What follows belongs to an exercise in optimizing a design on an open flow for a short achievable clock period and few clock cycles; a production flow would make more cautious choices.
In this exercise RTL edits were held to simulation tests only and were not proved equivalent to the original.

job 101:
## aluExecTop
module aluExecTop #(
    parameter int FIFO_DEPTH = 4
) (
    input  wire logic        clk,
    input  wire logic        rstN,
    input  wire logic        PSEL,
    input  wire logic        PENABLE,
    input  wire logic        PWRITE,
    input  wire logic [7:0]  PADDR,
    input  wire logic [31:0] PWDATA,
    output logic      [31:0] PRDATA,
    output logic             PREADY,
    output logic             PSLVERR
);
Settings: LEC_CHECK=0, ABC_CLOCK_PERIOD_IN_PS=3000, CAP_MARGIN=35, CORE_MARGIN=2, CORE_UTILIZATION=30, PLACE_DENSITY=0.5, SLEW_MARGIN=35; clock period 13.0 ns.
standard.sh (not shown) runs the stock make flow with config.mk's settings and CLKGATE_MAP_FILE= SYNTH_SCRIPT=/design/flow/synth_recipe.tcl, a recipe that flattens the netlist after the stock synthesis.
==> flow/flow/run.sh <==
#!/bin/bash
# The standard layout, with timing repair aimed at a shorter period than the
# clock constraint: repair_timing's setup margin asks every path for that much
# slack at the design's own constraint.  Everything else is the standard flow's flow.
set -euo pipefail
bash standard.sh SETUP_SLACK_MARGIN=9.4 finish > make_finish.log 2>&1
Testbench counts of job 101, summed over its fixed seeds: cycles 64,598.
[inputs] job 104 vs job 101
diff --git a/flow/design.v b/flow/design.v
--- a/flow/design.v
+++ b/flow/design.v
@@ -46,26 +46,24 @@
     localparam logic [7:0] ADDR_FLAGS    = 8'h08;
     localparam logic [7:0] ADDR_RETIRED  = 8'h0C;
     localparam logic [7:0] ADDR_REG_BASE = 8'h40;
 endpackage
 `default_nettype wire
 `default_nettype none
 module regFile (
     input  wire logic        clk,
     input  wire logic        rstN,
     input  wire logic [3:0]  raddrA,
     input  wire logic [3:0]  raddrB,
-    input  wire logic [3:0]  raddrH,
     output logic      [31:0] rdataA,
     output logic      [31:0] rdataB,
-    output logic      [31:0] rdataH,
     input  wire logic        aluWe,
     input  wire logic [3:0]  aluWaddr,
     input  wire logic [31:0] aluWdata,
     input  wire logic        hostWe,
     input  wire logic [3:0]  hostWaddr,
     input  wire logic [31:0] hostWdata,
     input  wire logic        mulWe,
     input  wire logic [3:0]  mulWaddr,
     input  wire logic [31:0] mulWdata
 );
     logic [31:0] regs [16];
@@ -77,23 +75,22 @@
                 regs[i] <= '0;
             else if (aluWe && aluWaddr == 4'(i))
                 regs[i] <= aluWdata;
             else if (hostWe && hostWaddr == 4'(i))
                 regs[i] <= hostWdata;
             else if (mulWe && mulWaddr == 4'(i))
                 regs[i] <= mulWdata;
         end
     end
     assign rdataA = regs[raddrA];
     assign rdataB = regs[raddrB];
-    assign rdataH = regs[raddrH];
 endmodule
 `default_nettype wire
 `default_nettype none
 module aluCore (
     input  wire logic [3:0]  opcode,
     input  wire logic [31:0] rnVal,
     input  wire logic [31:0] rmVal,
     input  wire logic [15:0] imm16,
     input  wire logic [4:0]  shamt,
     input  wire logic [3:0]  flagsIn,
     output logic [31:0]      result,
@@ -1269,34 +1266,34 @@
     logic        readyQ;
     logic [31:0] rdataQ;
     logic        mulVQ;
     logic        mulWbVQ;
     logic [3:0]  mulRdQ;
     logic        mulSfQ;
     logic [MUL_ROWS*32-1:0] mulRowsQ;
     logic [31:0] mulResQ;
     logic        mulZeroQ;
     logic [31:0] mulProduct;
     logic        mulZero;
-    logic [31:0] rdA, rdB, rdH;
+    logic [31:0] rdA, rdB;
+    logic [3:0]  raddrA;
+    assign raddrA = PWRITE ? PWDATA[19:16] : PADDR[5:2];
     logic        aluWe;
     logic [31:0] aluRes;
     regFile u_regFile (
         .clk       (clk),
         .rstN      (rstN),
-        .raddrA    (PWDATA[19:16]),
+        .raddrA    (raddrA),
         .raddrB    (PWDATA[15:12]),
-        .raddrH    (PADDR[5:2]),
         .rdataA    (rdA),
         .rdataB    (rdB),
-        .rdataH    (rdH),
         .aluWe     (aluWe),
         .aluWaddr  (wdataQ[23:20]),
         .aluWdata  (aluRes),
         .hostWe    (regWrQ),
         .hostWaddr (regIdxQ),
         .hostWdata (wdataQ),
         .mulWe     (mulWbVQ),
         .mulWaddr  (mulRdQ),
         .mulWdata  (mulResQ)
     );
     logic        mulPend;
@@ -1310,23 +1307,23 @@
                      (PWRITE ? (addrInstr && ((readsRn && PWDATA[19:16] == mulRdQ) ||
                                               (readsRm && PWDATA[15:12] == mulRdQ)))
                              : ((addrReg && PADDR[5:2] == mulRdQ) ||
                                 (addrFlags && mulSfQ)));
     assign last    = PSEL && (!PENABLE || !readyQ) && !hazard;
     always_ff @(posedge clk)
     begin
         wdataQ  <= PWDATA;
         regIdxQ <= PADDR[5:2];
         opAQ    <= rdA;
         opBQ    <= rdB;
-        rdataQ  <= (rdH & {32{addrReg}}) | ({28'b0, flags} & {32{addrFlags}}) |
+        rdataQ  <= (rdA & {32{addrReg}}) | ({28'b0, flags} & {32{addrFlags}}) |
                    (retired & {32{addrRetired}});
         if (!rstN)
         begin
             readyQ  <= 1'b1;
             instrQ  <= 1'b0;
             regWrQ  <= 1'b0;
             flagWrQ <= 1'b0;
         end
         else
         begin
             readyQ  <= !hazard;
[summary]
- Cell count after synthesis in job 104 vs job 101: down 405
- Job 101 -> job 104: initial standard-cell utilization of the core flat
- Summary of job 104 over job 101: number of fill cells in the layout has decreased, met3 layer usage reported by global route down 5.1 points, non-filler instance count after layout dropped 562, design area shows a reduction of 1900 um^2, area growth from synthesis to layout increased by 2.4 points relative to the old numbers.
Testbench counts of job 104, summed over its fixed seeds: cycles 64,598.

## port drivers added, routing unchanged
How much do the figures lean on ideal ports? The routed layouts below were timed once more, with nothing changed but the port constraints.
Step 1, drivers: a clkbuf_16 drives clk and a buf_2 each remaining input, both assumed.
Step 2 times the ports against the registers' clock, not the clock port: input delays grow and output delays shrink by t, the midpoint of the rising clock arrivals with the driver on.
a / b / c = no drivers / after step 1 / after step 2; a / b = the first two.
| run | t, ns | setup WS [ns] | clock arrival spread, ns | pins driven straight from the clock port |
|---|---|---|---|---|
| job 101 | 0.903 | 8.685 / 8.685 / 8.202 | 0.144 / 0.144 | 1 |
| job 104 | 0.862 | 8.816 / 8.816 / 8.070 | 0.116 / 0.116 | 1 |
After both steps every run listed still meets setup and hold. The setup slack of job 104, which loses most, moves by 0.000 ns with the drivers and by -0.746 ns with both steps.
